Background: an optimization exercise with open tools, aiming at small area, a short achievable clock period and few clock cycles per item. Do not read the settings as production practice.
No functional check of the RTL was part of any run shown here.

==> flow/design.v, too long to show whole: its modules and the start of the top module <==
// module hft_macd_engine_mc: 221 lines
// module csa_fast: 1126 lines
// module csa_slow: 1109 lines
// module csa_sig: 1674 lines
// module csa_m3: 444 lines
// module csa_t3: 306 lines
// module adder_sk_51: 628 lines
// module adder_sk_64: 784 lines
// module adder_sk_65: 927 lines
// module macd_fa: 10 lines
// module macd_ha: 9 lines
module hft_macd_engine_mc #(
   parameter int N_CH            = 4,
   parameter int PRICE_W         = 32,
   parameter int FRAC_W          = 16,
   parameter int ALPHA_FAST      = 10181,
   parameter int ALPHA_SLOW      = 4854,
   parameter int ALPHA_SIG       = 13107,
   parameter int HYST            = 0,
   parameter int WARMUP_TICKS    = 26,
   parameter int STOP_LOSS_PTS   = 50,
   parameter int TAKE_PROFIT_PTS = 100
) (
   input  logic                              clk,
   input  logic                              reset,
   input  logic                              tick_valid,
   output logic                              tick_ready,
   input  logic [$clog2(N_CH)-1:0]           tick_ch,
   input  logic signed [PRICE_W-1:0]         tick_price,
   input  logic                              trade_en,
   output logic                              order_valid,
   input  logic                              order_ready,
   output logic [$clog2(N_CH)-1:0]           order_ch,
   output logic [1:0]                        order_side,
   output logic signed [PRICE_W-1:0]         order_price
);
  // ...
==> flow/run.sh <==
#!/bin/bash
# synth_recipe.tcl (not shown) runs the flow's synth.tcl, then flattens the netlist and writes it again
# the make line also repeats each setting of config.mk as NAME=value (left out here)
make -C /OpenROAD-flow-scripts/flow DESIGN_CONFIG=/design/flow/config.mk WORK_HOME=/design/flow/orfs CLKGATE_MAP_FILE= SYNTH_SCRIPT=/design/flow/synth_recipe.tcl finish
==> flow/config.mk <==
export PLATFORM = sky130hd
export DESIGN_NAME = hft_macd_engine_mc
export DESIGN_NICKNAME = hft_macd_engine_mc
export VERILOG_FILES = /design/flow/design.v
export SDC_FILE = /design/flow/constraint.sdc
export NUM_CORES = 4
export LEC_CHECK = 0
export ABC_AREA = 1
export CAP_MARGIN = 60
export CORE_MARGIN = 2
export CORE_UTILIZATION = 60
export CTS_CLUSTER_DIAMETER = 120
export CTS_CLUSTER_SIZE = 25
export SLEW_MARGIN = 60
export SYNTH_HIERARCHICAL = 1
==> flow/constraint.sdc <==
create_clock -name core_clock -period 17.0 [get_ports {clk}]
set_input_delay 3.4000 -clock core_clock [delete_from_list [all_inputs] [get_ports {clk}]]
set_output_delay 3.4000 -clock core_clock [all_outputs]
set_load 0.01 [all_outputs]
==> report_table.html, run 1 <==
<table>
<tr><th>Metric</th><th>Value</th></tr>
<tr><th colspan="2">Critical path</th></tr>
<tr><td>Reg-to-reg slack, setup</td><td>between 10000 and 15000 ps</td></tr>
<tr><td>Crit path capture</td><td>g3n_q[17]</td></tr>
<tr><td>Worst Path Buf+Inv</td><td>1</td></tr>
<tr><td>Largest fanout on the critical path</td><td>32</td></tr>
<tr><td>Reg-to-reg endpoint</td><td>g3n_q[17]</td></tr>
<tr><td>Worst r2r src</td><td>g3n_q[5]</td></tr>
<tr><th colspan="2">Clocking</th></tr>
<tr><td>Number of buffers inserted by hold repair at cts</td><td>0</td></tr>
<tr><td>Clock net sink count</td><td>between 1000 and 1500</td></tr>
<tr><td>Inserted Clock Buffers</td><td>66</td></tr>
<tr><td>Master cell of the clock root buffer</td><td>sky130_fd_sc_hd__clkbuf_16</td></tr>
<tr><th colspan="2">Detailed routing</th></tr>
<tr><td>Drc violations</td><td>0</td></tr>
<tr><td>Wire length on met2</td><td>~130 mm</td></tr>
<tr><td>Routed wire length</td><td>269 mm</td></tr>
<tr><th colspan="2">Finish</th></tr>
<tr><td>Register bank with the most flops</td><td>sig_q</td></tr>
<tr><td>Count of multi-input combinational gates</td><td>between 6000 and 7000</td></tr>
<tr><td>Largest register FFs</td><td>~200</td></tr>
<tr><td>Count of inverters not on the clock network in the layout</td><td>around 1200</td></tr>
<tr><td>Regs by FF count</td><td>sig_q x196, fast_q x192, slow_q x192</td></tr>
<tr><td>Number of flip-flops and latches</td><td>around 1400</td></tr>
<tr><td>Share of the core filled with cells in the final layout</td><td>roughly 64%</td></tr>
<tr><th colspan="2">Timing</th></tr>
<tr><td>Share of the cycle needed by the critical path after routing</td><td>between 30% and 40%</td></tr>
<tr><td>Setup repair after global routing missed its margin</td><td>false</td></tr>
<tr><td>Tightest Pin Transition</td><td>roughly 640 ps</td></tr>
<tr><th colspan="2">Die</th></tr>
<tr><td>Initial core utilization</td><td>60.5%</td></tr>
<tr><td>Number of cell rows</td><td>150</td></tr>
<tr><td>I/O pin total</td><td>77</td></tr>
<tr><th colspan="2">Global route</th></tr>
<tr><td>Combined global-route utilization of all metal layers</td><td>32.0%</td></tr>
<tr><td>Met1 track demand over resource in global routing</td><td>roughly 45%</td></tr>
<tr><td>Wire length of the first global-routing pass</td><td>just over 400 mm</td></tr>
<tr><th colspan="2">Yosys</th></tr>
<tr><td>Yosys warnings</td><td>13</td></tr>
<tr><th colspan="2">Place</th></tr>
<tr><td>Worst slack at placement</td><td>roughly 11000 ps</td></tr>
<tr><td>DP HPWL</td><td>between 200 and 250 mm</td></tr>
<tr><th colspan="2">Run status</th></tr>
<tr><td>Result of the run</td><td>finished clean</td></tr>
</table>
==> inputs of run 2 (changes only) <==
--- a/flow/design.v
+++ b/flow/design.v
@@ -42,5 +42,4 @@
    logic               te0_q, te1_q, te2_q, te3_q;
-   logic [E_W-1:0]     f1_q, s1_q, f1n_q, s1n_q;    
+   logic [E_W-1:0]     f1_q, s1_q;
    logic [WARM_W-1:0]  w1_q;
-   logic [E_W-1:0]     f2_q, s2_q;
    logic               first2_q, first3_q, ok2_q, ok3_q;
@@ -48,3 +47,4 @@
    logic [M_W-1:0]     g3_q, g3n_q;
-   logic [3:0]         fe3_q;
+   logic [3:0]         fe3_q, fp3_q;
+   logic               fwd3_q;
    logic               ov_q;
@@ -64,4 +64,4 @@
    logic              seen1;
-   csa_fast u_fast (.acc(f1_q), .nacc(f1n_q), .px(px1_q), .s(sf1));
-   csa_slow u_slow (.acc(s1_q), .nacc(s1n_q), .px(px1_q), .s(ss1));
+   csa_fast u_fast (.acc(f1_q), .px(px1_q), .s(sf1));
+   csa_slow u_slow (.acc(s1_q), .px(px1_q), .s(ss1));
    always_comb begin
@@ -84,9 +84,10 @@
    logic [PRICE_W-1:0] e2;
-   logic signed [PRICE_W:0] de2;
-   logic [3:0]      fe2;
-   csa_m3 u_m3 (.f(f2_q), .s(s2_q), .o(m3_2));
-   wire   flat3 = (pos_q[ch3_q] == POS_FLAT);
-   assign e2    = (v3_q && flat3 && ch3_q == ch2_q) ? px3_q : entry_q[ch2_q];
+   logic signed [PRICE_W:0] de2, dp2;
+   logic [3:0]      fe2, fp2;
+   csa_m3 u_m3 (.f(fast_q[ch2_q]), .s(slow_q[ch2_q]), .o(m3_2));
+   assign e2    = entry_q[ch2_q];
    assign de2   = $signed({px2_q[PRICE_W-1], px2_q}) - $signed({e2[PRICE_W-1], e2});
+   assign dp2   = $signed({px2_q[PRICE_W-1], px2_q}) - $signed({px3_q[PRICE_W-1], px3_q});
    assign fe2 = {de2 >= TAKE_PROFIT_PTS, de2 <= -TAKE_PROFIT_PTS, de2 >= STOP_LOSS_PTS, de2 <= -STOP_LOSS_PTS};
+   assign fp2 = {dp2 >= TAKE_PROFIT_PTS, dp2 <= -TAKE_PROFIT_PTS, dp2 >= STOP_LOSS_PTS, dp2 <= -STOP_LOSS_PTS};
    logic [64:0]        sg3;
@@ -108,3 +109,3 @@
       p3    = pos_q[ch3_q];
-      f3    = fe3_q;
+      f3    = fwd3_q ? fp3_q : fe3_q;
       is_long  = (p3 == POS_LONG);
@@ -160,4 +161,2 @@
          s1_q  <= fwd1 ? slow_n : seen0 ? slow_q[ch0_q] : p0;
-         f1n_q <= ~(fwd1 ? fast_n : seen0 ? fast_q[ch0_q] : p0);
-         s1n_q <= ~(fwd1 ? slow_n : seen0 ? slow_q[ch0_q] : p0);
          w1_q  <= fwd1 ? warm_n : warm_q[ch0_q];
@@ -165,3 +164,2 @@
          first2_q <= !seen1; ok2_q <= (warm_n == WARM_MAX);
-         f2_q  <= fast_n;   s2_q <= slow_n;
          ch3_q <= ch2_q;    px3_q <= px2_q;       te3_q <= te2_q;
@@ -172,2 +170,4 @@
          fe3_q <= fe2;
+         fp3_q <= fp2;
+         fwd3_q <= v3_q && is_flat && (ch3_q == ch2_q);
       end
@@ -223,3 +223,2 @@
    input  logic [47:0] acc,
-   input  logic [47:0] nacc,
    input  logic [31:0] px,
@@ -961,84 +960,84 @@
    logic w734;
-   macd_ha u_w1 (.a(acc[6]), .b(nacc[9]), .s(w1), .co(w2));
-   macd_ha u_w3 (.a(acc[7]), .b(nacc[10]), .s(w3), .co(w4));
-   macd_ha u_w5 (.a(acc[8]), .b(nacc[11]), .s(w5), .co(w6));
-   macd_ha u_w7 (.a(acc[9]), .b(nacc[12]), .s(w7), .co(w8));
-   macd_ha u_w9 (.a(acc[10]), .b(nacc[13]), .s(w9), .co(w10));
-   macd_fa u_w11 (.a(acc[11]), .b(nacc[14]), .c(nacc[16]), .s(w11), .co(w12));
-   macd_fa u_w13 (.a(acc[12]), .b(nacc[15]), .c(nacc[17]), .s(w13), .co(w14));
-   macd_fa u_w15 (.a(acc[13]), .b(nacc[16]), .c(nacc[18]), .s(w15), .co(w16));
-   macd_ha u_w17 (.a(acc[23]), .b(nacc[27]), .s(w17), .co(w18));
-   macd_fa u_w19 (.a(acc[14]), .b(nacc[17]), .c(nacc[19]), .s(w19), .co(w20));
-   macd_fa u_w21 (.a(acc[24]), .b(nacc[28]), .c(nacc[30]), .s(w21), .co(w22));
-   macd_fa u_w23 (.a(acc[15]), .b(nacc[18]), .c(nacc[20]), .s(w23), .co(w24));
-   macd_fa u_w25 (.a(acc[25]), .b(nacc[29]), .c(nacc[31]), .s(w25), .co(w26));
-   macd_fa u_w27 (.a(acc[16]), .b(nacc[19]), .c(nacc[21]), .s(w27), .co(w28));
-   macd_fa u_w29 (.a(acc[26]), .b(nacc[30]), .c(nacc[32]), .s(w29), .co(w30));
-   macd_fa u_w31 (.a(acc[17]), .b(nacc[20]), .c(nacc[22]), .s(w31), .co(w32));
-   macd_fa u_w33 (.a(acc[27]), .b(nacc[31]), .c(nacc[33]), .s(w33), .co(w34));
-   macd_fa u_w35 (.a(acc[18]), .b(nacc[21]), .c(nacc[23]), .s(w35), .co(w36));
-   macd_fa u_w37 (.a(acc[28]), .b(nacc[32]), .c(nacc[34]), .s(w37), .co(w38));
-   macd_fa u_w39 (.a(acc[19]), .b(nacc[22]), .c(nacc[24]), .s(w39), .co(w40));
-   macd_fa u_w41 (.a(acc[29]), .b(nacc[33]), .c(nacc[35]), .s(w41), .co(w42));
-   macd_fa u_w43 (.a(acc[20]), .b(nacc[23]), .c(nacc[25]), .s(w43), .co(w44));
-   macd_fa u_w45 (.a(acc[30]), .b(nacc[34]), .c(nacc[36]), .s(w45), .co(w46));
-   macd_fa u_w47 (.a(acc[21]), .b(nacc[24]), .c(nacc[26]), .s(w47), .co(w48));
-   macd_fa u_w49 (.a(acc[31]), .b(nacc[35]), .c(nacc[37]), .s(w49), .co(w50));
-   macd_fa u_w51 (.a(acc[22]), .b(nacc[25]), .c(nacc[27]), .s(w51), .co(w52));
-   macd_fa u_w53 (.a(acc[32]), .b(nacc[36]), .c(nacc[38]), .s(w53), .co(w54));
-   macd_fa u_w55 (.a(acc[23]), .b(nacc[26]), .c(nacc[28]), .s(w55), .co(w56));
-   macd_fa u_w57 (.a(acc[33]), .b(nacc[37]), .c(nacc[39]), .s(w57), .co(w58));
-   macd_fa u_w59 (.a(acc[24]), .b(nacc[27]), .c(nacc[29]), .s(w59), .co(w60));
-   macd_fa u_w61 (.a(acc[34]), .b(nacc[38]), .c(nacc[40]), .s(w61), .co(w62));
-   macd_fa u_w63 (.a(acc[25]), .b(nacc[28]), .c(nacc[30]), .s(w63), .co(w64));
-   macd_fa u_w65 (.a(acc[35]), .b(nacc[39]), .c(nacc[41]), .s(w65), .co(w66));
-   macd_fa u_w67 (.a(acc[26]), .b(nacc[29]), .c(nacc[31]), .s(w67), .co(w68));
-   macd_fa u_w69 (.a(acc[36]), .b(nacc[40]), .c(nacc[42]), .s(w69), .co(w70));
-   macd_fa u_w71 (.a(acc[27]), .b(nacc[30]), .c(nacc[32]), .s(w71), .co(w72));
-   macd_fa u_w73 (.a(acc[37]), .b(nacc[41]), .c(nacc[43]), .s(w73), .co(w74));
-   macd_fa u_w75 (.a(acc[28]), .b(nacc[31]), .c(nacc[33]), .s(w75), .co(w76));
-   macd_fa u_w77 (.a(acc[38]), .b(nacc[42]), .c(nacc[44]), .s(w77), .co(w78));
-   macd_fa u_w79 (.a(acc[29]), .b(nacc[32]), .c(nacc[34]), .s(w79), .co(w80));
-   macd_fa u_w81 (.a(acc[39]), .b(nacc[43]), .c(nacc[45]), .s(w81), .co(w82));
-   macd_fa u_w83 (.a(acc[30]), .b(nacc[33]), .c(nacc[35]), .s(w83), .co(w84));
-   macd_fa u_w85 (.a(acc[40]), .b(nacc[44]), .c(nacc[46]), .s(w85), .co(w86));
-   macd_fa u_w87 (.a(acc[31]), .b(nacc[34]), .c(nacc[36]), .s(w87), .co(w88));
-   macd_fa u_w89 (.a(acc[41]), .b(nacc[45]), .c(acc[47]), .s(w89), .co(w90));
-   macd_fa u_w91 (.a(acc[32]), .b(nacc[35]), .c(nacc[37]), .s(w91), .co(w92));
-   macd_ha u_w93 (.a(acc[42]), .b(nacc[46]), .s(w93), .co(w94));
-   macd_fa u_w95 (.a(acc[33]), .b(nacc[36]), .c(nacc[38]), .s(w95), .co(w96));
+   macd_ha u_w1 (.a(acc[6]), .b(~acc[9]), .s(w1), .co(w2));
+   macd_ha u_w3 (.a(acc[7]), .b(~acc[10]), .s(w3), .co(w4));
+   macd_ha u_w5 (.a(acc[8]), .b(~acc[11]), .s(w5), .co(w6));
+   macd_ha u_w7 (.a(acc[9]), .b(~acc[12]), .s(w7), .co(w8));
+   macd_ha u_w9 (.a(acc[10]), .b(~acc[13]), .s(w9), .co(w10));
+   macd_fa u_w11 (.a(acc[11]), .b(~acc[14]), .c(~acc[16]), .s(w11), .co(w12));
+   macd_fa u_w13 (.a(acc[12]), .b(~acc[15]), .c(~acc[17]), .s(w13), .co(w14));
+   macd_fa u_w15 (.a(acc[13]), .b(~acc[16]), .c(~acc[18]), .s(w15), .co(w16));
+   macd_ha u_w17 (.a(acc[23]), .b(~acc[27]), .s(w17), .co(w18));
+   macd_fa u_w19 (.a(acc[14]), .b(~acc[17]), .c(~acc[19]), .s(w19), .co(w20));
+   macd_fa u_w21 (.a(acc[24]), .b(~acc[28]), .c(~acc[30]), .s(w21), .co(w22));
+   macd_fa u_w23 (.a(acc[15]), .b(~acc[18]), .c(~acc[20]), .s(w23), .co(w24));
+   macd_fa u_w25 (.a(acc[25]), .b(~acc[29]), .c(~acc[31]), .s(w25), .co(w26));
+   macd_fa u_w27 (.a(acc[16]), .b(~acc[19]), .c(~acc[21]), .s(w27), .co(w28));
+   macd_fa u_w29 (.a(acc[26]), .b(~acc[30]), .c(~acc[32]), .s(w29), .co(w30));
+   macd_fa u_w31 (.a(acc[17]), .b(~acc[20]), .c(~acc[22]), .s(w31), .co(w32));
+   macd_fa u_w33 (.a(acc[27]), .b(~acc[31]), .c(~acc[33]), .s(w33), .co(w34));
+   macd_fa u_w35 (.a(acc[18]), .b(~acc[21]), .c(~acc[23]), .s(w35), .co(w36));
+   macd_fa u_w37 (.a(acc[28]), .b(~acc[32]), .c(~acc[34]), .s(w37), .co(w38));
+   macd_fa u_w39 (.a(acc[19]), .b(~acc[22]), .c(~acc[24]), .s(w39), .co(w40));
+   macd_fa u_w41 (.a(acc[29]), .b(~acc[33]), .c(~acc[35]), .s(w41), .co(w42));
+   macd_fa u_w43 (.a(acc[20]), .b(~acc[23]), .c(~acc[25]), .s(w43), .co(w44));
+   macd_fa u_w45 (.a(acc[30]), .b(~acc[34]), .c(~acc[36]), .s(w45), .co(w46));
+   macd_fa u_w47 (.a(acc[21]), .b(~acc[24]), .c(~acc[26]), .s(w47), .co(w48));
+   macd_fa u_w49 (.a(acc[31]), .b(~acc[35]), .c(~acc[37]), .s(w49), .co(w50));
+   macd_fa u_w51 (.a(acc[22]), .b(~acc[25]), .c(~acc[27]), .s(w51), .co(w52));
+   macd_fa u_w53 (.a(acc[32]), .b(~acc[36]), .c(~acc[38]), .s(w53), .co(w54));
+   macd_fa u_w55 (.a(acc[23]), .b(~acc[26]), .c(~acc[28]), .s(w55), .co(w56));
+   macd_fa u_w57 (.a(acc[33]), .b(~acc[37]), .c(~acc[39]), .s(w57), .co(w58));
+   macd_fa u_w59 (.a(acc[24]), .b(~acc[27]), .c(~acc[29]), .s(w59), .co(w60));
+   macd_fa u_w61 (.a(acc[34]), .b(~acc[38]), .c(~acc[40]), .s(w61), .co(w62));
+   macd_fa u_w63 (.a(acc[25]), .b(~acc[28]), .c(~acc[30]), .s(w63), .co(w64));
+   macd_fa u_w65 (.a(acc[35]), .b(~acc[39]), .c(~acc[41]), .s(w65), .co(w66));
+   macd_fa u_w67 (.a(acc[26]), .b(~acc[29]), .c(~acc[31]), .s(w67), .co(w68));
+   macd_fa u_w69 (.a(acc[36]), .b(~acc[40]), .c(~acc[42]), .s(w69), .co(w70));
+   macd_fa u_w71 (.a(acc[27]), .b(~acc[30]), .c(~acc[32]), .s(w71), .co(w72));
+   macd_fa u_w73 (.a(acc[37]), .b(~acc[41]), .c(~acc[43]), .s(w73), .co(w74));
+   macd_fa u_w75 (.a(acc[28]), .b(~acc[31]), .c(~acc[33]), .s(w75), .co(w76));
+   macd_fa u_w77 (.a(acc[38]), .b(~acc[42]), .c(~acc[44]), .s(w77), .co(w78));
+   macd_fa u_w79 (.a(acc[29]), .b(~acc[32]), .c(~acc[34]), .s(w79), .co(w80));
+   macd_fa u_w81 (.a(acc[39]), .b(~acc[43]), .c(~acc[45]), .s(w81), .co(w82));
+   macd_fa u_w83 (.a(acc[30]), .b(~acc[33]), .c(~acc[35]), .s(w83), .co(w84));
+   macd_fa u_w85 (.a(acc[40]), .b(~acc[44]), .c(~acc[46]), .s(w85), .co(w86));
+   macd_fa u_w87 (.a(acc[31]), .b(~acc[34]), .c(~acc[36]), .s(w87), .co(w88));
+   macd_fa u_w89 (.a(acc[41]), .b(~acc[45]), .c(acc[47]), .s(w89), .co(w90));
+   macd_fa u_w91 (.a(acc[32]), .b(~acc[35]), .c(~acc[37]), .s(w91), .co(w92));
+   macd_ha u_w93 (.a(acc[42]), .b(~acc[46]), .s(w93), .co(w94));
+   macd_fa u_w95 (.a(acc[33]), .b(~acc[36]), .c(~acc[38]), .s(w95), .co(w96));
    macd_ha u_w97 (.a(acc[43]), .b(acc[47]), .s(w97), .co(w98));
-   macd_ha u_w99 (.a(acc[0]), .b(nacc[3]), .s(w99), .co(w100));
-   macd_fa u_w101 (.a(acc[1]), .b(nacc[4]), .c(nacc[6]), .s(w101), .co(w102));
-   macd_fa u_w103 (.a(acc[2]), .b(nacc[5]), .c(nacc[7]), .s(w103), .co(w104));
-   macd_ha u_w105 (.a(acc[12]), .b(nacc[16]), .s(w105), .co(w106));
-   macd_fa u_w107 (.a(acc[3]), .b(nacc[6]), .c(nacc[8]), .s(w107), .co(w108));
-   macd_fa u_w109 (.a(acc[13]), .b(nacc[17]), .c(nacc[19]), .s(w109), .co(w110));
-   macd_fa u_w111 (.a(acc[4]), .b(nacc[7]), .c(nacc[9]), .s(w111), .co(w112));
-   macd_fa u_w113 (.a(acc[14]), .b(nacc[18]), .c(nacc[20]), .s(w113), .co(w114));
-   macd_fa u_w115 (.a(acc[5]), .b(nacc[8]), .c(nacc[10]), .s(w115), .co(w116));
-   macd_fa u_w117 (.a(acc[15]), .b(nacc[19]), .c(nacc[21]), .s(w117), .co(w118));
-   macd_fa u_w119 (.a(nacc[11]), .b(acc[16]), .c(nacc[20]), .s(w119), .co(w120));
-   macd_fa u_w121 (.a(nacc[22]), .b(~px[0]), .c(px[4]), .s(w121), .co(w122));
+   macd_ha u_w99 (.a(acc[0]), .b(~acc[3]), .s(w99), .co(w100));
+   macd_fa u_w101 (.a(acc[1]), .b(~acc[4]), .c(~acc[6]), .s(w101), .co(w102));
+   macd_fa u_w103 (.a(acc[2]), .b(~acc[5]), .c(~acc[7]), .s(w103), .co(w104));
+   macd_ha u_w105 (.a(acc[12]), .b(~acc[16]), .s(w105), .co(w106));
+   macd_fa u_w107 (.a(acc[3]), .b(~acc[6]), .c(~acc[8]), .s(w107), .co(w108));
+   macd_fa u_w109 (.a(acc[13]), .b(~acc[17]), .c(~acc[19]), .s(w109), .co(w110));
+   macd_fa u_w111 (.a(acc[4]), .b(~acc[7]), .c(~acc[9]), .s(w111), .co(w112));
+   macd_fa u_w113 (.a(acc[14]), .b(~acc[18]), .c(~acc[20]), .s(w113), .co(w114));
+   macd_fa u_w115 (.a(acc[5]), .b(~acc[8]), .c(~acc[10]), .s(w115), .co(w116));
+   macd_fa u_w117 (.a(acc[15]), .b(~acc[19]), .c(~acc[21]), .s(w117), .co(w118));
+   macd_fa u_w119 (.a(~acc[11]), .b(acc[16]), .c(~acc[20]), .s(w119), .co(w120));
+   macd_fa u_w121 (.a(~acc[22]), .b(~px[0]), .c(px[4]), .s(w121), .co(w122));
    assign w123 = px[6] ^ 1'b1;
    assign w124 = px[6] & 1'b1;
-   macd_fa u_w125 (.a(nacc[12]), .b(acc[17]), .c(nacc[21]), .s(w125), .co(w126));
-   macd_fa u_w127 (.a(nacc[23]), .b(~px[1]), .c(px[5]), .s(w127), .co(w128));
+   macd_fa u_w125 (.a(~acc[12]), .b(acc[17]), .c(~acc[21]), .s(w125), .co(w126));
+   macd_fa u_w127 (.a(~acc[23]), .b(~px[1]), .c(px[5]), .s(w127), .co(w128));
    macd_fa u_w129 (.a(px[7]), .b(w3), .c(w2), .s(w129), .co(w130));
-   macd_fa u_w131 (.a(nacc[13]), .b(acc[18]), .c(nacc[22]), .s(w131), .co(w132));
-   macd_fa u_w133 (.a(nacc[24]), .b(~px[2]), .c(px[6]), .s(w133), .co(w134));
+   macd_fa u_w131 (.a(~acc[13]), .b(acc[18]), .c(~acc[22]), .s(w131), .co(w132));
+   macd_fa u_w133 (.a(~acc[24]), .b(~px[2]), .c(px[6]), .s(w133), .co(w134));
    macd_fa u_w135 (.a(px[8]), .b(w5), .c(w4), .s(w135), .co(w136));
-   macd_fa u_w137 (.a(nacc[14]), .b(acc[19]), .c(nacc[23]), .s(w137), .co(w138));
-   macd_fa u_w139 (.a(nacc[25]), .b(~px[3]), .c(px[7]), .s(w139), .co(w140));
+   macd_fa u_w137 (.a(~acc[14]), .b(acc[19]), .c(~acc[23]), .s(w137), .co(w138));
+   macd_fa u_w139 (.a(~acc[25]), .b(~px[3]), .c(px[7]), .s(w139), .co(w140));
    macd_fa u_w141 (.a(px[9]), .b(w7), .c(w6), .s(w141), .co(w142));
-   macd_fa u_w143 (.a(nacc[15]), .b(acc[20]), .c(nacc[24]), .s(w143), .co(w144));
-   macd_fa u_w145 (.a(nacc[26]), .b(~px[4]), .c(px[8]), .s(w145), .co(w146));
+   macd_fa u_w143 (.a(~acc[15]), .b(acc[20]), .c(~acc[24]), .s(w143), .co(w144));
+   macd_fa u_w145 (.a(~acc[26]), .b(~px[4]), .c(px[8]), .s(w145), .co(w146));
    macd_fa u_w147 (.a(px[10]), .b(w9), .c(w8), .s(w147), .co(w148));
-   macd_fa u_w149 (.a(acc[21]), .b(nacc[25]), .c(nacc[27]), .s(w149), .co(w150));
+   macd_fa u_w149 (.a(acc[21]), .b(~acc[25]), .c(~acc[27]), .s(w149), .co(w150));
    macd_fa u_w151 (.a(px[0]), .b(~px[5]), .c(px[9]), .s(w151), .co(w152));
    macd_fa u_w153 (.a(px[11]), .b(w11), .c(w10), .s(w153), .co(w154));
-   macd_fa u_w155 (.a(acc[22]), .b(nacc[26]), .c(nacc[28]), .s(w155), .co(w156));
+   macd_fa u_w155 (.a(acc[22]), .b(~acc[26]), .c(~acc[28]), .s(w155), .co(w156));
    macd_fa u_w157 (.a(px[1]), .b(~px[6]), .c(px[10]), .s(w157), .co(w158));
    macd_fa u_w159 (.a(px[12]), .b(w13), .c(w12), .s(w159), .co(w160));
-   macd_fa u_w161 (.a(nacc[29]), .b(px[0]), .c(px[2]), .s(w161), .co(w162));
+   macd_fa u_w161 (.a(~acc[29]), .b(px[0]), .c(px[2]), .s(w161), .co(w162));
    macd_fa u_w163 (.a(~px[7]), .b(px[11]), .c(px[13]), .s(w163), .co(w164));
@@ -1107,6 +1106,6 @@
    macd_fa u_w285 (.a(w97), .b(w92), .c(w94), .s(w285), .co(w286));
-   macd_fa u_w287 (.a(acc[34]), .b(nacc[37]), .c(nacc[39]), .s(w287), .co(w288));
+   macd_fa u_w287 (.a(acc[34]), .b(~acc[37]), .c(~acc[39]), .s(w287), .co(w288));
    macd_fa u_w289 (.a(acc[44]), .b(px[21]), .c(px[23]), .s(w289), .co(w290));
    macd_fa u_w291 (.a(~px[28]), .b(w96), .c(w98), .s(w291), .co(w292));
-   macd_fa u_w293 (.a(acc[35]), .b(nacc[38]), .c(nacc[40]), .s(w293), .co(w294));
+   macd_fa u_w293 (.a(acc[35]), .b(~acc[38]), .c(~acc[40]), .s(w293), .co(w294));
    macd_fa u_w295 (.a(acc[45]), .b(px[22]), .c(px[24]), .s(w295), .co(w296));
@@ -1114,3 +1113,3 @@
    assign w298 = ~px[29] & 1'b1;
-   macd_fa u_w299 (.a(acc[36]), .b(nacc[39]), .c(nacc[41]), .s(w299), .co(w300));
+   macd_fa u_w299 (.a(acc[36]), .b(~acc[39]), .c(~acc[41]), .s(w299), .co(w300));
    macd_fa u_w301 (.a(acc[46]), .b(px[23]), .c(px[25]), .s(w301), .co(w302));
@@ -1118,24 +1117,24 @@
    assign w304 = ~px[30] & 1'b1;
-   macd_fa u_w305 (.a(acc[37]), .b(nacc[40]), .c(nacc[42]), .s(w305), .co(w306));
-   macd_fa u_w307 (.a(nacc[47]), .b(px[24]), .c(px[26]), .s(w307), .co(w308));
+   macd_fa u_w305 (.a(acc[37]), .b(~acc[40]), .c(~acc[42]), .s(w305), .co(w306));
+   macd_fa u_w307 (.a(~acc[47]), .b(px[24]), .c(px[26]), .s(w307), .co(w308));
    assign w309 = px[31] ^ 1'b1;
    assign w310 = px[31] & 1'b1;
-   macd_fa u_w311 (.a(acc[38]), .b(nacc[41]), .c(nacc[43]), .s(w311), .co(w312));
-   macd_ha u_w313 (.a(acc[39]), .b(nacc[42]), .s(w313), .co(w314));
-   macd_ha u_w315 (.a(acc[40]), .b(nacc[43]), .s(w315), .co(w316));
-   macd_ha u_w317 (.a(acc[41]), .b(nacc[44]), .s(w317), .co(w318));
-   macd_ha u_w319 (.a(acc[42]), .b(nacc[45]), .s(w319), .co(w320));
-   macd_ha u_w321 (.a(nacc[0]), .b(acc[5]), .s(w321), .co(w322));
-   macd_ha u_w323 (.a(nacc[1]), .b(acc[6]), .s(w323), .co(w324));
-   macd_fa u_w325 (.a(nacc[0]), .b(nacc[2]), .c(acc[7]), .s(w325), .co(w326));
-   macd_ha u_w327 (.a(nacc[11]), .b(nacc[13]), .s(w327), .co(w328));
-   macd_fa u_w329 (.a(nacc[1]), .b(nacc[3]), .c(acc[8]), .s(w329), .co(w330));
-   macd_ha u_w331 (.a(nacc[12]), .b(nacc[14]), .s(w331), .co(w332));
-   macd_fa u_w333 (.a(nacc[2]), .b(nacc[4]), .c(acc[9]), .s(w333), .co(w334));
-   macd_ha u_w335 (.a(nacc[13]), .b(nacc[15]), .s(w335), .co(w336));
-   macd_fa u_w337 (.a(nacc[5]), .b(acc[10]), .c(nacc[14]), .s(w337), .co(w338));
-   macd_fa u_w339 (.a(nacc[16]), .b(px[0]), .c(w99), .s(w339), .co(w340));
-   macd_fa u_w341 (.a(acc[11]), .b(nacc[15]), .c(nacc[17]), .s(w341), .co(w342));
+   macd_fa u_w311 (.a(acc[38]), .b(~acc[41]), .c(~acc[43]), .s(w311), .co(w312));
+   macd_ha u_w313 (.a(acc[39]), .b(~acc[42]), .s(w313), .co(w314));
+   macd_ha u_w315 (.a(acc[40]), .b(~acc[43]), .s(w315), .co(w316));
+   macd_ha u_w317 (.a(acc[41]), .b(~acc[44]), .s(w317), .co(w318));
+   macd_ha u_w319 (.a(acc[42]), .b(~acc[45]), .s(w319), .co(w320));
+   macd_ha u_w321 (.a(~acc[0]), .b(acc[5]), .s(w321), .co(w322));
+   macd_ha u_w323 (.a(~acc[1]), .b(acc[6]), .s(w323), .co(w324));
+   macd_fa u_w325 (.a(~acc[0]), .b(~acc[2]), .c(acc[7]), .s(w325), .co(w326));
+   macd_ha u_w327 (.a(~acc[11]), .b(~acc[13]), .s(w327), .co(w328));
+   macd_fa u_w329 (.a(~acc[1]), .b(~acc[3]), .c(acc[8]), .s(w329), .co(w330));
+   macd_ha u_w331 (.a(~acc[12]), .b(~acc[14]), .s(w331), .co(w332));
+   macd_fa u_w333 (.a(~acc[2]), .b(~acc[4]), .c(acc[9]), .s(w333), .co(w334));
+   macd_ha u_w335 (.a(~acc[13]), .b(~acc[15]), .s(w335), .co(w336));
+   macd_fa u_w337 (.a(~acc[5]), .b(acc[10]), .c(~acc[14]), .s(w337), .co(w338));
+   macd_fa u_w339 (.a(~acc[16]), .b(px[0]), .c(w99), .s(w339), .co(w340));
+   macd_fa u_w341 (.a(acc[11]), .b(~acc[15]), .c(~acc[17]), .s(w341), .co(w342));
    macd_fa u_w343 (.a(px[1]), .b(w101), .c(w100), .s(w343), .co(w344));
-   macd_fa u_w345 (.a(nacc[18]), .b(px[0]), .c(px[2]), .s(w345), .co(w346));
+   macd_fa u_w345 (.a(~acc[18]), .b(px[0]), .c(px[2]), .s(w345), .co(w346));
    macd_fa u_w347 (.a(w103), .b(w105), .c(w102), .s(w347), .co(w348));
@@ -1213,9 +1212,9 @@
    macd_fa u_w491 (.a(w306), .b(w308), .c(w310), .s(w491), .co(w492));
-   macd_fa u_w493 (.a(nacc[44]), .b(px[26]), .c(px[28]), .s(w493), .co(w494));
+   macd_fa u_w493 (.a(~acc[44]), .b(px[26]), .c(px[28]), .s(w493), .co(w494));
    assign w495 = ~(w313 ^ w312);
    assign w496 = w313 | w312;
-   macd_fa u_w497 (.a(nacc[45]), .b(px[27]), .c(px[29]), .s(w497), .co(w498));
+   macd_fa u_w497 (.a(~acc[45]), .b(px[27]), .c(px[29]), .s(w497), .co(w498));
    assign w499 = ~(w315 ^ w314);
    assign w500 = w315 | w314;
-   macd_fa u_w501 (.a(nacc[46]), .b(px[28]), .c(px[30]), .s(w501), .co(w502));
+   macd_fa u_w501 (.a(~acc[46]), .b(px[28]), .c(px[30]), .s(w501), .co(w502));
    assign w503 = ~(w317 ^ w316);
@@ -1225,6 +1224,6 @@
    assign w508 = w319 | w318;
-   macd_fa u_w509 (.a(acc[43]), .b(nacc[46]), .c(px[30]), .s(w509), .co(w510));
+   macd_fa u_w509 (.a(acc[43]), .b(~acc[46]), .c(px[30]), .s(w509), .co(w510));
    macd_ha u_w511 (.a(acc[44]), .b(acc[47]), .s(w511), .co(w512));
-   macd_ha u_w513 (.a(nacc[9]), .b(nacc[11]), .s(w513), .co(w514));
-   macd_fa u_w515 (.a(nacc[10]), .b(nacc[12]), .c(w323), .s(w515), .co(w516));
+   macd_ha u_w513 (.a(~acc[9]), .b(~acc[11]), .s(w513), .co(w514));
+   macd_fa u_w515 (.a(~acc[10]), .b(~acc[12]), .c(w323), .s(w515), .co(w516));
    assign w517 = ~(w325 ^ w327);
@@ -1279,11 +1278,11 @@
    assign w612 = ~px[31] | w511;
-   macd_ha u_w613 (.a(nacc[0]), .b(nacc[2]), .s(w613), .co(w614));
-   macd_ha u_w615 (.a(nacc[1]), .b(nacc[3]), .s(w615), .co(w616));
-   macd_ha u_w617 (.a(nacc[2]), .b(nacc[4]), .s(w617), .co(w618));
-   macd_ha u_w619 (.a(nacc[3]), .b(nacc[5]), .s(w619), .co(w620));
-   macd_fa u_w621 (.a(acc[0]), .b(nacc[4]), .c(nacc[6]), .s(w621), .co(w622));
-   macd_fa u_w623 (.a(acc[1]), .b(nacc[5]), .c(nacc[7]), .s(w623), .co(w624));
-   macd_fa u_w625 (.a(acc[2]), .b(nacc[6]), .c(nacc[8]), .s(w625), .co(w626));
-   macd_fa u_w627 (.a(acc[3]), .b(nacc[7]), .c(nacc[9]), .s(w627), .co(w628));
-   macd_fa u_w629 (.a(acc[4]), .b(nacc[8]), .c(nacc[10]), .s(w629), .co(w630));
+   macd_ha u_w613 (.a(~acc[0]), .b(~acc[2]), .s(w613), .co(w614));
+   macd_ha u_w615 (.a(~acc[1]), .b(~acc[3]), .s(w615), .co(w616));
+   macd_ha u_w617 (.a(~acc[2]), .b(~acc[4]), .s(w617), .co(w618));
+   macd_ha u_w619 (.a(~acc[3]), .b(~acc[5]), .s(w619), .co(w620));
+   macd_fa u_w621 (.a(acc[0]), .b(~acc[4]), .c(~acc[6]), .s(w621), .co(w622));
+   macd_fa u_w623 (.a(acc[1]), .b(~acc[5]), .c(~acc[7]), .s(w623), .co(w624));
+   macd_fa u_w625 (.a(acc[2]), .b(~acc[6]), .c(~acc[8]), .s(w625), .co(w626));
+   macd_fa u_w627 (.a(acc[3]), .b(~acc[7]), .c(~acc[9]), .s(w627), .co(w628));
+   macd_fa u_w629 (.a(acc[4]), .b(~acc[8]), .c(~acc[10]), .s(w629), .co(w630));
    assign w631 = ~(w321 ^ w513);
@@ -1343,3 +1342,3 @@
    logic [63:0] ra, rb;
-   assign ra = {nacc[47], w733, w731, w729, w727, w725, w723, w721, w719, w717, w715, w713, w711, w709, w707, w705, w703, w701, w699, w697, w695, w693, w691, w689, w687, w685, w683, w681, w679, w677, w675, w673, w671, w669, w667, w665, w663, w661, w659, w657, w655, w653, w651, w649, w647, w645, w643, w641, w639, w637, w635, w633, w631, w629, w627, w625, w623, w621, w619, w617, w615, 1'b1, nacc[1], nacc[0]};
+   assign ra = {~acc[47], w733, w731, w729, w727, w725, w723, w721, w719, w717, w715, w713, w711, w709, w707, w705, w703, w701, w699, w697, w695, w693, w691, w689, w687, w685, w683, w681, w679, w677, w675, w673, w671, w669, w667, w665, w663, w661, w659, w657, w655, w653, w651, w649, w647, w645, w643, w641, w639, w637, w635, w633, w631, w629, w627, w625, w623, w621, w619, w617, w615, 1'b1, ~acc[1], ~acc[0]};
    assign rb = {w734, w732, w730, w728, w726, w724, w722, w720, w718, w716, w714, w712, w710, w708, w706, w704, w702, w700, w698, w696, w694, w692, w690, w688, w686, w684, w682, w680, w678, w676, w674, w672, w670, w668, w666, w664, w662, w660, w658, w656, w654, w652, w650, w648, w646, w644, w642, w640, w638, w636, w634, w632, w630, w628, w626, w624, w622, w620, w618, w616, w614, w613, 1'b0, 1'b1};
@@ -1349,3 +1348,2 @@
    input  logic [47:0] acc,
-   input  logic [47:0] nacc,
    input  logic [31:0] px,
@@ -2075,73 +2073,73 @@
    logic w722;
-   macd_ha u_w1 (.a(acc[9]), .b(nacc[13]), .s(w1), .co(w2));
-   macd_fa u_w3 (.a(acc[10]), .b(nacc[14]), .c(nacc[17]), .s(w3), .co(w4));
-   macd_fa u_w5 (.a(acc[11]), .b(nacc[15]), .c(nacc[18]), .s(w5), .co(w6));
-   macd_fa u_w7 (.a(acc[12]), .b(nacc[16]), .c(nacc[19]), .s(w7), .co(w8));
-   macd_ha u_w9 (.a(nacc[20]), .b(acc[25]), .s(w9), .co(w10));
-   macd_fa u_w11 (.a(acc[13]), .b(nacc[17]), .c(nacc[20]), .s(w11), .co(w12));
-   macd_fa u_w13 (.a(nacc[21]), .b(acc[26]), .c(acc[28]), .s(w13), .co(w14));
-   macd_fa u_w15 (.a(acc[14]), .b(nacc[18]), .c(nacc[21]), .s(w15), .co(w16));
-   macd_fa u_w17 (.a(nacc[22]), .b(acc[27]), .c(acc[29]), .s(w17), .co(w18));
-   macd_fa u_w19 (.a(acc[15]), .b(nacc[19]), .c(nacc[22]), .s(w19), .co(w20));
-   macd_fa u_w21 (.a(nacc[23]), .b(acc[28]), .c(acc[30]), .s(w21), .co(w22));
-   macd_fa u_w23 (.a(acc[16]), .b(nacc[20]), .c(nacc[23]), .s(w23), .co(w24));
-   macd_fa u_w25 (.a(nacc[24]), .b(acc[29]), .c(acc[31]), .s(w25), .co(w26));
-   macd_fa u_w27 (.a(acc[17]), .b(nacc[21]), .c(nacc[24]), .s(w27), .co(w28));
-   macd_fa u_w29 (.a(nacc[25]), .b(acc[30]), .c(acc[32]), .s(w29), .co(w30));
-   macd_fa u_w31 (.a(acc[18]), .b(nacc[22]), .c(nacc[25]), .s(w31), .co(w32));
-   macd_fa u_w33 (.a(nacc[26]), .b(acc[31]), .c(acc[33]), .s(w33), .co(w34));
-   macd_fa u_w35 (.a(acc[19]), .b(nacc[23]), .c(nacc[26]), .s(w35), .co(w36));
-   macd_fa u_w37 (.a(nacc[27]), .b(acc[32]), .c(acc[34]), .s(w37), .co(w38));
-   macd_fa u_w39 (.a(acc[20]), .b(nacc[24]), .c(nacc[27]), .s(w39), .co(w40));
-   macd_fa u_w41 (.a(nacc[28]), .b(acc[33]), .c(acc[35]), .s(w41), .co(w42));
-   macd_fa u_w43 (.a(acc[21]), .b(nacc[25]), .c(nacc[28]), .s(w43), .co(w44));
-   macd_fa u_w45 (.a(nacc[29]), .b(acc[34]), .c(acc[36]), .s(w45), .co(w46));
-   macd_fa u_w47 (.a(acc[22]), .b(nacc[26]), .c(nacc[29]), .s(w47), .co(w48));
-   macd_fa u_w49 (.a(nacc[30]), .b(acc[35]), .c(acc[37]), .s(w49), .co(w50));
-   macd_fa u_w51 (.a(acc[23]), .b(nacc[27]), .c(nacc[30]), .s(w51), .co(w52));
-   macd_fa u_w53 (.a(nacc[31]), .b(acc[36]), .c(acc[38]), .s(w53), .co(w54));
-   macd_fa u_w55 (.a(acc[24]), .b(nacc[28]), .c(nacc[31]), .s(w55), .co(w56));
-   macd_fa u_w57 (.a(nacc[32]), .b(acc[37]), .c(acc[39]), .s(w57), .co(w58));
-   macd_fa u_w59 (.a(acc[25]), .b(nacc[29]), .c(nacc[32]), .s(w59), .co(w60));
-   macd_fa u_w61 (.a(nacc[33]), .b(acc[38]), .c(acc[40]), .s(w61), .co(w62));
-   macd_fa u_w63 (.a(acc[26]), .b(nacc[30]), .c(nacc[33]), .s(w63), .co(w64));
-   macd_fa u_w65 (.a(nacc[34]), .b(acc[39]), .c(acc[41]), .s(w65), .co(w66));
-   macd_fa u_w67 (.a(acc[27]), .b(nacc[31]), .c(nacc[34]), .s(w67), .co(w68));
-   macd_fa u_w69 (.a(nacc[35]), .b(acc[40]), .c(acc[42]), .s(w69), .co(w70));
-   macd_fa u_w71 (.a(acc[28]), .b(nacc[32]), .c(nacc[35]), .s(w71), .co(w72));
-   macd_fa u_w73 (.a(nacc[36]), .b(acc[41]), .c(acc[43]), .s(w73), .co(w74));
-   macd_fa u_w75 (.a(acc[29]), .b(nacc[33]), .c(nacc[36]), .s(w75), .co(w76));
-   macd_fa u_w77 (.a(nacc[37]), .b(acc[42]), .c(acc[44]), .s(w77), .co(w78));
-   macd_fa u_w79 (.a(acc[30]), .b(nacc[34]), .c(nacc[37]), .s(w79), .co(w80));
-   macd_fa u_w81 (.a(nacc[38]), .b(acc[43]), .c(acc[45]), .s(w81), .co(w82));
-   macd_fa u_w83 (.a(acc[31]), .b(nacc[35]), .c(nacc[38]), .s(w83), .co(w84));
-   macd_fa u_w85 (.a(nacc[39]), .b(acc[44]), .c(acc[46]), .s(w85), .co(w86));
-   macd_fa u_w87 (.a(acc[32]), .b(nacc[36]), .c(nacc[39]), .s(w87), .co(w88));
-   macd_fa u_w89 (.a(nacc[40]), .b(acc[45]), .c(nacc[47]), .s(w89), .co(w90));
-   macd_fa u_w91 (.a(acc[33]), .b(nacc[37]), .c(nacc[40]), .s(w91), .co(w92));
-   macd_ha u_w93 (.a(nacc[41]), .b(acc[46]), .s(w93), .co(w94));
-   macd_fa u_w95 (.a(acc[34]), .b(nacc[38]), .c(nacc[41]), .s(w95), .co(w96));
-   macd_ha u_w97 (.a(nacc[42]), .b(nacc[47]), .s(w97), .co(w98));
-   macd_fa u_w99 (.a(acc[1]), .b(nacc[5]), .c(nacc[8]), .s(w99), .co(w100));
-   macd_fa u_w101 (.a(acc[2]), .b(nacc[6]), .c(nacc[9]), .s(w101), .co(w102));
-   macd_fa u_w103 (.a(acc[3]), .b(nacc[7]), .c(nacc[10]), .s(w103), .co(w104));
-   macd_fa u_w105 (.a(nacc[11]), .b(acc[16]), .c(acc[18]), .s(w105), .co(w106));
-   macd_fa u_w107 (.a(acc[4]), .b(nacc[8]), .c(nacc[11]), .s(w107), .co(w108));
-   macd_fa u_w109 (.a(nacc[12]), .b(acc[17]), .c(acc[19]), .s(w109), .co(w110));
-   macd_fa u_w111 (.a(acc[5]), .b(nacc[9]), .c(nacc[12]), .s(w111), .co(w112));
-   macd_fa u_w113 (.a(nacc[13]), .b(acc[18]), .c(acc[20]), .s(w113), .co(w114));
-   macd_fa u_w115 (.a(acc[6]), .b(nacc[10]), .c(nacc[13]), .s(w115), .co(w116));
-   macd_fa u_w117 (.a(nacc[14]), .b(acc[19]), .c(acc[21]), .s(w117), .co(w118));
-   macd_fa u_w119 (.a(acc[7]), .b(nacc[11]), .c(nacc[14]), .s(w119), .co(w120));
-   macd_fa u_w121 (.a(nacc[15]), .b(acc[20]), .c(acc[22]), .s(w121), .co(w122));
-   macd_fa u_w123 (.a(acc[8]), .b(nacc[12]), .c(nacc[15]), .s(w123), .co(w124));
-   macd_fa u_w125 (.a(nacc[16]), .b(acc[21]), .c(acc[23]), .s(w125), .co(w126));
+   macd_ha u_w1 (.a(acc[9]), .b(~acc[13]), .s(w1), .co(w2));
+   macd_fa u_w3 (.a(acc[10]), .b(~acc[14]), .c(~acc[17]), .s(w3), .co(w4));
+   macd_fa u_w5 (.a(acc[11]), .b(~acc[15]), .c(~acc[18]), .s(w5), .co(w6));
+   macd_fa u_w7 (.a(acc[12]), .b(~acc[16]), .c(~acc[19]), .s(w7), .co(w8));
+   macd_ha u_w9 (.a(~acc[20]), .b(acc[25]), .s(w9), .co(w10));
+   macd_fa u_w11 (.a(acc[13]), .b(~acc[17]), .c(~acc[20]), .s(w11), .co(w12));
+   macd_fa u_w13 (.a(~acc[21]), .b(acc[26]), .c(acc[28]), .s(w13), .co(w14));
+   macd_fa u_w15 (.a(acc[14]), .b(~acc[18]), .c(~acc[21]), .s(w15), .co(w16));
+   macd_fa u_w17 (.a(~acc[22]), .b(acc[27]), .c(acc[29]), .s(w17), .co(w18));
+   macd_fa u_w19 (.a(acc[15]), .b(~acc[19]), .c(~acc[22]), .s(w19), .co(w20));
+   macd_fa u_w21 (.a(~acc[23]), .b(acc[28]), .c(acc[30]), .s(w21), .co(w22));
+   macd_fa u_w23 (.a(acc[16]), .b(~acc[20]), .c(~acc[23]), .s(w23), .co(w24));
+   macd_fa u_w25 (.a(~acc[24]), .b(acc[29]), .c(acc[31]), .s(w25), .co(w26));
+   macd_fa u_w27 (.a(acc[17]), .b(~acc[21]), .c(~acc[24]), .s(w27), .co(w28));
+   macd_fa u_w29 (.a(~acc[25]), .b(acc[30]), .c(acc[32]), .s(w29), .co(w30));
+   macd_fa u_w31 (.a(acc[18]), .b(~acc[22]), .c(~acc[25]), .s(w31), .co(w32));
+   macd_fa u_w33 (.a(~acc[26]), .b(acc[31]), .c(acc[33]), .s(w33), .co(w34));
+   macd_fa u_w35 (.a(acc[19]), .b(~acc[23]), .c(~acc[26]), .s(w35), .co(w36));
+   macd_fa u_w37 (.a(~acc[27]), .b(acc[32]), .c(acc[34]), .s(w37), .co(w38));
+   macd_fa u_w39 (.a(acc[20]), .b(~acc[24]), .c(~acc[27]), .s(w39), .co(w40));
+   macd_fa u_w41 (.a(~acc[28]), .b(acc[33]), .c(acc[35]), .s(w41), .co(w42));
+   macd_fa u_w43 (.a(acc[21]), .b(~acc[25]), .c(~acc[28]), .s(w43), .co(w44));
+   macd_fa u_w45 (.a(~acc[29]), .b(acc[34]), .c(acc[36]), .s(w45), .co(w46));
+   macd_fa u_w47 (.a(acc[22]), .b(~acc[26]), .c(~acc[29]), .s(w47), .co(w48));
+   macd_fa u_w49 (.a(~acc[30]), .b(acc[35]), .c(acc[37]), .s(w49), .co(w50));
+   macd_fa u_w51 (.a(acc[23]), .b(~acc[27]), .c(~acc[30]), .s(w51), .co(w52));
+   macd_fa u_w53 (.a(~acc[31]), .b(acc[36]), .c(acc[38]), .s(w53), .co(w54));
+   macd_fa u_w55 (.a(acc[24]), .b(~acc[28]), .c(~acc[31]), .s(w55), .co(w56));
+   macd_fa u_w57 (.a(~acc[32]), .b(acc[37]), .c(acc[39]), .s(w57), .co(w58));
+   macd_fa u_w59 (.a(acc[25]), .b(~acc[29]), .c(~acc[32]), .s(w59), .co(w60));
+   macd_fa u_w61 (.a(~acc[33]), .b(acc[38]), .c(acc[40]), .s(w61), .co(w62));
+   macd_fa u_w63 (.a(acc[26]), .b(~acc[30]), .c(~acc[33]), .s(w63), .co(w64));
+   macd_fa u_w65 (.a(~acc[34]), .b(acc[39]), .c(acc[41]), .s(w65), .co(w66));
+   macd_fa u_w67 (.a(acc[27]), .b(~acc[31]), .c(~acc[34]), .s(w67), .co(w68));
+   macd_fa u_w69 (.a(~acc[35]), .b(acc[40]), .c(acc[42]), .s(w69), .co(w70));
+   macd_fa u_w71 (.a(acc[28]), .b(~acc[32]), .c(~acc[35]), .s(w71), .co(w72));
+   macd_fa u_w73 (.a(~acc[36]), .b(acc[41]), .c(acc[43]), .s(w73), .co(w74));
+   macd_fa u_w75 (.a(acc[29]), .b(~acc[33]), .c(~acc[36]), .s(w75), .co(w76));
+   macd_fa u_w77 (.a(~acc[37]), .b(acc[42]), .c(acc[44]), .s(w77), .co(w78));
+   macd_fa u_w79 (.a(acc[30]), .b(~acc[34]), .c(~acc[37]), .s(w79), .co(w80));
+   macd_fa u_w81 (.a(~acc[38]), .b(acc[43]), .c(acc[45]), .s(w81), .co(w82));
+   macd_fa u_w83 (.a(acc[31]), .b(~acc[35]), .c(~acc[38]), .s(w83), .co(w84));
+   macd_fa u_w85 (.a(~acc[39]), .b(acc[44]), .c(acc[46]), .s(w85), .co(w86));
+   macd_fa u_w87 (.a(acc[32]), .b(~acc[36]), .c(~acc[39]), .s(w87), .co(w88));
+   macd_fa u_w89 (.a(~acc[40]), .b(acc[45]), .c(~acc[47]), .s(w89), .co(w90));
+   macd_fa u_w91 (.a(acc[33]), .b(~acc[37]), .c(~acc[40]), .s(w91), .co(w92));
+   macd_ha u_w93 (.a(~acc[41]), .b(acc[46]), .s(w93), .co(w94));
+   macd_fa u_w95 (.a(acc[34]), .b(~acc[38]), .c(~acc[41]), .s(w95), .co(w96));
+   macd_ha u_w97 (.a(~acc[42]), .b(~acc[47]), .s(w97), .co(w98));
+   macd_fa u_w99 (.a(acc[1]), .b(~acc[5]), .c(~acc[8]), .s(w99), .co(w100));
+   macd_fa u_w101 (.a(acc[2]), .b(~acc[6]), .c(~acc[9]), .s(w101), .co(w102));
+   macd_fa u_w103 (.a(acc[3]), .b(~acc[7]), .c(~acc[10]), .s(w103), .co(w104));
+   macd_fa u_w105 (.a(~acc[11]), .b(acc[16]), .c(acc[18]), .s(w105), .co(w106));
+   macd_fa u_w107 (.a(acc[4]), .b(~acc[8]), .c(~acc[11]), .s(w107), .co(w108));
+   macd_fa u_w109 (.a(~acc[12]), .b(acc[17]), .c(acc[19]), .s(w109), .co(w110));
+   macd_fa u_w111 (.a(acc[5]), .b(~acc[9]), .c(~acc[12]), .s(w111), .co(w112));
+   macd_fa u_w113 (.a(~acc[13]), .b(acc[18]), .c(acc[20]), .s(w113), .co(w114));
+   macd_fa u_w115 (.a(acc[6]), .b(~acc[10]), .c(~acc[13]), .s(w115), .co(w116));
+   macd_fa u_w117 (.a(~acc[14]), .b(acc[19]), .c(acc[21]), .s(w117), .co(w118));
+   macd_fa u_w119 (.a(acc[7]), .b(~acc[11]), .c(~acc[14]), .s(w119), .co(w120));
+   macd_fa u_w121 (.a(~acc[15]), .b(acc[20]), .c(acc[22]), .s(w121), .co(w122));
+   macd_fa u_w123 (.a(acc[8]), .b(~acc[12]), .c(~acc[15]), .s(w123), .co(w124));
+   macd_fa u_w125 (.a(~acc[16]), .b(acc[21]), .c(acc[23]), .s(w125), .co(w126));
    macd_ha u_w127 (.a(px[0]), .b(~px[5]), .s(w127), .co(w128));
-   macd_fa u_w129 (.a(nacc[16]), .b(nacc[17]), .c(acc[22]), .s(w129), .co(w130));
+   macd_fa u_w129 (.a(~acc[16]), .b(~acc[17]), .c(acc[22]), .s(w129), .co(w130));
    macd_fa u_w131 (.a(acc[24]), .b(px[0]), .c(px[1]), .s(w131), .co(w132));
    macd_fa u_w133 (.a(~px[6]), .b(~px[8]), .c(w1), .s(w133), .co(w134));
-   macd_fa u_w135 (.a(nacc[18]), .b(acc[23]), .c(acc[25]), .s(w135), .co(w136));
+   macd_fa u_w135 (.a(~acc[18]), .b(acc[23]), .c(acc[25]), .s(w135), .co(w136));
    macd_fa u_w137 (.a(px[1]), .b(px[2]), .c(~px[7]), .s(w137), .co(w138));
    macd_fa u_w139 (.a(~px[9]), .b(w3), .c(w2), .s(w139), .co(w140));
-   macd_fa u_w141 (.a(nacc[19]), .b(acc[24]), .c(acc[26]), .s(w141), .co(w142));
+   macd_fa u_w141 (.a(~acc[19]), .b(acc[24]), .c(acc[26]), .s(w141), .co(w142));
    macd_fa u_w143 (.a(px[2]), .b(px[3]), .c(~px[8]), .s(w143), .co(w144));
@@ -2219,18 +2217,18 @@
    macd_fa u_w283 (.a(w97), .b(w92), .c(w94), .s(w283), .co(w284));
-   macd_fa u_w285 (.a(acc[35]), .b(nacc[39]), .c(nacc[42]), .s(w285), .co(w286));
-   macd_fa u_w287 (.a(nacc[43]), .b(px[23]), .c(px[26]), .s(w287), .co(w288));
+   macd_fa u_w285 (.a(acc[35]), .b(~acc[39]), .c(~acc[42]), .s(w285), .co(w286));
+   macd_fa u_w287 (.a(~acc[43]), .b(px[23]), .c(px[26]), .s(w287), .co(w288));
    macd_fa u_w289 (.a(px[27]), .b(w96), .c(w98), .s(w289), .co(w290));
-   macd_fa u_w291 (.a(acc[36]), .b(nacc[40]), .c(nacc[43]), .s(w291), .co(w292));
-   macd_fa u_w293 (.a(nacc[44]), .b(px[24]), .c(px[27]), .s(w293), .co(w294));
+   macd_fa u_w291 (.a(acc[36]), .b(~acc[40]), .c(~acc[43]), .s(w291), .co(w292));
+   macd_fa u_w293 (.a(~acc[44]), .b(px[24]), .c(px[27]), .s(w293), .co(w294));
    assign w295 = px[28] ^ 1'b1;
    assign w296 = px[28] & 1'b1;
-   macd_fa u_w297 (.a(acc[37]), .b(nacc[41]), .c(nacc[44]), .s(w297), .co(w298));
-   macd_fa u_w299 (.a(nacc[45]), .b(px[25]), .c(px[28]), .s(w299), .co(w300));
+   macd_fa u_w297 (.a(acc[37]), .b(~acc[41]), .c(~acc[44]), .s(w297), .co(w298));
+   macd_fa u_w299 (.a(~acc[45]), .b(px[25]), .c(px[28]), .s(w299), .co(w300));
    assign w301 = px[29] ^ 1'b1;
    assign w302 = px[29] & 1'b1;
-   macd_fa u_w303 (.a(acc[38]), .b(nacc[42]), .c(nacc[45]), .s(w303), .co(w304));
-   macd_fa u_w305 (.a(nacc[46]), .b(px[26]), .c(px[29]), .s(w305), .co(w306));
+   macd_fa u_w303 (.a(acc[38]), .b(~acc[42]), .c(~acc[45]), .s(w303), .co(w304));
+   macd_fa u_w305 (.a(~acc[46]), .b(px[26]), .c(px[29]), .s(w305), .co(w306));
    assign w307 = px[30] ^ 1'b1;
    assign w308 = px[30] & 1'b1;
-   macd_fa u_w309 (.a(acc[39]), .b(nacc[43]), .c(nacc[46]), .s(w309), .co(w310));
+   macd_fa u_w309 (.a(acc[39]), .b(~acc[43]), .c(~acc[46]), .s(w309), .co(w310));
    macd_fa u_w311 (.a(acc[47]), .b(px[27]), .c(px[30]), .s(w311), .co(w312));
@@ -2238,20 +2236,20 @@
    assign w314 = ~px[31] & 1'b1;
-   macd_fa u_w315 (.a(acc[40]), .b(nacc[44]), .c(acc[47]), .s(w315), .co(w316));
-   macd_ha u_w317 (.a(nacc[0]), .b(nacc[1]), .s(w317), .co(w318));
-   macd_ha u_w319 (.a(nacc[1]), .b(nacc[2]), .s(w319), .co(w320));
-   macd_ha u_w321 (.a(nacc[2]), .b(nacc[3]), .s(w321), .co(w322));
-   macd_fa u_w323 (.a(nacc[0]), .b(nacc[3]), .c(nacc[4]), .s(w323), .co(w324));
+   macd_fa u_w315 (.a(acc[40]), .b(~acc[44]), .c(acc[47]), .s(w315), .co(w316));
+   macd_ha u_w317 (.a(~acc[0]), .b(~acc[1]), .s(w317), .co(w318));
+   macd_ha u_w319 (.a(~acc[1]), .b(~acc[2]), .s(w319), .co(w320));
+   macd_ha u_w321 (.a(~acc[2]), .b(~acc[3]), .s(w321), .co(w322));
+   macd_fa u_w323 (.a(~acc[0]), .b(~acc[3]), .c(~acc[4]), .s(w323), .co(w324));
    macd_ha u_w325 (.a(acc[9]), .b(acc[11]), .s(w325), .co(w326));
-   macd_fa u_w327 (.a(nacc[1]), .b(nacc[4]), .c(nacc[5]), .s(w327), .co(w328));
+   macd_fa u_w327 (.a(~acc[1]), .b(~acc[4]), .c(~acc[5]), .s(w327), .co(w328));
    macd_ha u_w329 (.a(acc[10]), .b(acc[12]), .s(w329), .co(w330));
-   macd_fa u_w331 (.a(nacc[2]), .b(nacc[5]), .c(nacc[6]), .s(w331), .co(w332));
+   macd_fa u_w331 (.a(~acc[2]), .b(~acc[5]), .c(~acc[6]), .s(w331), .co(w332));
    macd_ha u_w333 (.a(acc[11]), .b(acc[13]), .s(w333), .co(w334));
-   macd_fa u_w335 (.a(nacc[3]), .b(nacc[6]), .c(nacc[7]), .s(w335), .co(w336));
+   macd_fa u_w335 (.a(~acc[3]), .b(~acc[6]), .c(~acc[7]), .s(w335), .co(w336));
    macd_ha u_w337 (.a(acc[12]), .b(acc[14]), .s(w337), .co(w338));
-   macd_fa u_w339 (.a(acc[0]), .b(nacc[4]), .c(nacc[7]), .s(w339), .co(w340));
-   macd_fa u_w341 (.a(nacc[8]), .b(acc[13]), .c(acc[15]), .s(w341), .co(w342));
-   macd_fa u_w343 (.a(nacc[9]), .b(acc[14]), .c(acc[16]), .s(w343), .co(w344));
+   macd_fa u_w339 (.a(acc[0]), .b(~acc[4]), .c(~acc[7]), .s(w339), .co(w340));
+   macd_fa u_w341 (.a(~acc[8]), .b(acc[13]), .c(acc[15]), .s(w341), .co(w342));
+   macd_fa u_w343 (.a(~acc[9]), .b(acc[14]), .c(acc[16]), .s(w343), .co(w344));
    assign w345 = ~(~px[0] ^ w99);
    assign w346 = ~px[0] | w99;
-   macd_fa u_w347 (.a(nacc[10]), .b(acc[15]), .c(acc[17]), .s(w347), .co(w348));
+   macd_fa u_w347 (.a(~acc[10]), .b(acc[15]), .c(acc[17]), .s(w347), .co(w348));
    macd_fa u_w349 (.a(~px[1]), .b(w101), .c(w100), .s(w349), .co(w350));
@@ -2334,6 +2332,6 @@
    macd_fa u_w501 (.a(w310), .b(w312), .c(w314), .s(w501), .co(w502));
-   macd_fa u_w503 (.a(acc[41]), .b(nacc[45]), .c(px[29]), .s(w503), .co(w504));
-   macd_ha u_w505 (.a(acc[42]), .b(nacc[46]), .s(w505), .co(w506));
+   macd_fa u_w503 (.a(acc[41]), .b(~acc[45]), .c(px[29]), .s(w503), .co(w504));
+   macd_ha u_w505 (.a(acc[42]), .b(~acc[46]), .s(w505), .co(w506));
    macd_ha u_w507 (.a(acc[43]), .b(acc[47]), .s(w507), .co(w508));
-   macd_ha u_w509 (.a(nacc[0]), .b(acc[5]), .s(w509), .co(w510));
+   macd_ha u_w509 (.a(~acc[0]), .b(acc[5]), .s(w509), .co(w510));
    assign w511 = ~(acc[6] ^ acc[8]);
@@ -2452,3 +2450,3 @@
    logic [63:0] ra, rb;
-   assign ra = {nacc[47], w721, w719, w717, w715, w713, w711, w709, w707, w705, w703, w701, w699, w697, w695, w693, w691, w689, w687, w685, w683, w681, w679, w677, w675, w673, w671, w669, w667, w665, w663, w661, w659, w657, w655, w653, w651, w649, w647, w645, w643, w641, w639, w637, w635, w633, w631, w629, w627, w625, w623, w621, w619, w617, w615, w509, acc[4], acc[3], acc[2], acc[1], acc[0], acc[1], acc[0], 1'b0};
+   assign ra = {~acc[47], w721, w719, w717, w715, w713, w711, w709, w707, w705, w703, w701, w699, w697, w695, w693, w691, w689, w687, w685, w683, w681, w679, w677, w675, w673, w671, w669, w667, w665, w663, w661, w659, w657, w655, w653, w651, w649, w647, w645, w643, w641, w639, w637, w635, w633, w631, w629, w627, w625, w623, w621, w619, w617, w615, w509, acc[4], acc[3], acc[2], acc[1], acc[0], acc[1], acc[0], 1'b0};
    assign rb = {w722, w720, w718, w716, w714, w712, w710, w708, w706, w704, w702, w700, w698, w696, w694, w692, w690, w688, w686, w684, w682, w680, w678, w676, w674, w672, w670, w668, w666, w664, w662, w660, w658, w656, w654, w652, w650, w648, w646, w644, w642, w640, w638, w636, w634, w632, w630, w628, w626, w624, w622, w620, w618, w616, w614, w613, acc[6], acc[5], acc[4], acc[3], acc[2], 1'b0, 1'b0, 1'b0};
--- a/flow/config.mk
+++ b/flow/config.mk
@@ -11,4 +11,2 @@
 export CORE_UTILIZATION = 60
-export CTS_CLUSTER_DIAMETER = 120
-export CTS_CLUSTER_SIZE = 25
 export SLEW_MARGIN = 60
==> report_table.html, run 2 <==
<table>
<tr><th>Metric</th><th>Value</th></tr>
<tr><th colspan="2">Run status</th></tr>
<tr><td>Result of the run</td><td>finished clean (unchanged)</td></tr>
<tr><th colspan="2">Detailed routing</th></tr>
<tr><td>Routed wire length</td><td>285 mm (was 269 mm)</td></tr>
<tr><td>Drc violations</td><td>0 (unchanged)</td></tr>
<tr><th colspan="2">Timing</th></tr>
<tr><td>Tightest Pin Transition</td><td>624 ps (was 641 ps)</td></tr>
<tr><td>Setup repair after global routing missed its margin</td><td>false (unchanged)</td></tr>
<tr><td>Share of the cycle needed by the critical path after routing</td><td>38.2% (was 35.9%)</td></tr>
<tr><th colspan="2">Finish</th></tr>
<tr><td>Register bank with the most flops</td><td>sig_q (unchanged)</td></tr>
<tr><td>Largest register FFs</td><td>196 (unchanged)</td></tr>
<tr><td>Share of the core filled with cells in the final layout</td><td>65.6% (was 64.0%)</td></tr>
<tr><td>Regs by FF count</td><td>sig_q x196, fast_q x192, slow_q x192 (unchanged)</td></tr>
<tr><th colspan="2">Die</th></tr>
<tr><td>Initial core utilization</td><td>60.5% (about the same)</td></tr>
<tr><td>Number of cell rows</td><td>149 (was 150)</td></tr>
<tr><td>I/O pin total</td><td>77 (unchanged)</td></tr>
<tr><th colspan="2">Clocking</th></tr>
<tr><td>Inserted Clock Buffers</td><td>139 (was 66)</td></tr>
<tr><td>Clock net sink count</td><td>1217 (was 1404)</td></tr>
<tr><td>Number of buffers inserted by hold repair at cts</td><td>0 (unchanged)</td></tr>
<tr><th colspan="2">Place</th></tr>
<tr><td>DP HPWL</td><td>220 mm (was 212 mm)</td></tr>
<tr><td>Worst slack at placement</td><td>10390 ps (was 10960 ps)</td></tr>
<tr><th colspan="2">Yosys</th></tr>
<tr><td>Yosys warnings</td><td>19 (was 13)</td></tr>
<tr><th colspan="2">Global route</th></tr>
<tr><td>Wire length of the first global-routing pass</td><td>435 mm (was 408 mm)</td></tr>
<tr><td>Combined global-route utilization of all metal layers</td><td>34.4% (was 32.0%)</td></tr>
<tr><th colspan="2">Min path</th></tr>
<tr><td>Worst Hold Class</td><td>reg -&gt; reg (unchanged)</td></tr>
</table>
[run 2: cell count changes in the layout (fill, tap and decap cells not counted), sizes merged, moves of 70 or more]
cell    before   now
edfxtp    1369  1182
o21ai       86   217
clkbuf      86   173
nand2     2461  2787
nand3      287   385
a22oi      145    69
nor2       399   480
inv       1181  1251
[run 2: layer usage]
layer	vias to the layer above	part of all wire, %
met5	-	0.0091
met4	6	3.0
met3	494	8.9
met2	3190	46
met1	35400	42
li1	31800	-
[run 2: final timing paths]
check                          from         end  slack, ps
setup / recovery           ch2_q[1]  m3_3_q[33]      10510
hold / removal                te1_q       te2_q        430
setup reg to reg           ch2_q[1]  m3_3_q[33]      10510
hold reg to reg               te1_q       te2_q        430
max in group asynchronous     reset        qf_q      13640
min in group asynchronous     reset        v0_q       3020
[run 2: critical path: cells and delay by family, from the launching register on]
family          cells  cell delay, ps
xor+xnor            1             150
buf+inv             5            1930
flops               1             340
compound gates      3             610
simple gates        7            1090
fa+ha+maj           5            2050
[run 2: layout make-up]
cell class                 instances  area, sq um  share of cell area (%)
antenna                            4         10.0                 0.00924
clock buffer                     167         3650                    3.37
clock inverter                    82         1080                   0.998
inverter                        1252         4720                    4.36
multi-input combinational       6934        57500                    53.0
sequential                      1217        36400                    33.6
tap                             2189         2740                    2.53
timing repair buffer             233         2340                    2.16
[run 2: per-stage QoR]
stage                     instance area (sq um)  hold WS, ps
after floorplan                           99900          400
after global placement                   103000          415
after detailed placement                 103000          422
after CTS                                108000          434
after global routing                     108000          434
final                                    108000          431

[port drivers added, routing unchanged]
Ports are ideal in the flow. The routed layouts listed here were re-timed in OpenROAD.
Step 1 (the two cells are an assumption about what drives the block):
set clk [get_ports {clk}]
set_driving_cell -lib_cell sky130_fd_sc_hd__clkbuf_16 $clk
set_driving_cell -lib_cell sky130_fd_sc_hd__buf_2 [delete_from_list [all_inputs] $clk]
Step 2 times the ports against the registers' clock, not the clock port: input delays grow and output delays shrink by t, the midpoint of the rising clock arrivals with the driver on.
Slacks: ideal / step 1 / step 2; pairs: ideal / step 1.
run	shift t [ns]	slack for setup (ns)	worst hold slack (ns)	worst register clock-pin slew, ns	worst data-port slew with drivers (ns)
run 1	0.799	10.900 / 10.900 / 10.900	0.435 / 0.435 / 0.435	0.12 / 0.12	0.05
run 2	0.865	10.505 / 10.505 / 10.505	0.431 / 0.431 / 0.431	0.07 / 0.07	0.05
After both steps every run listed still meets setup and hold.
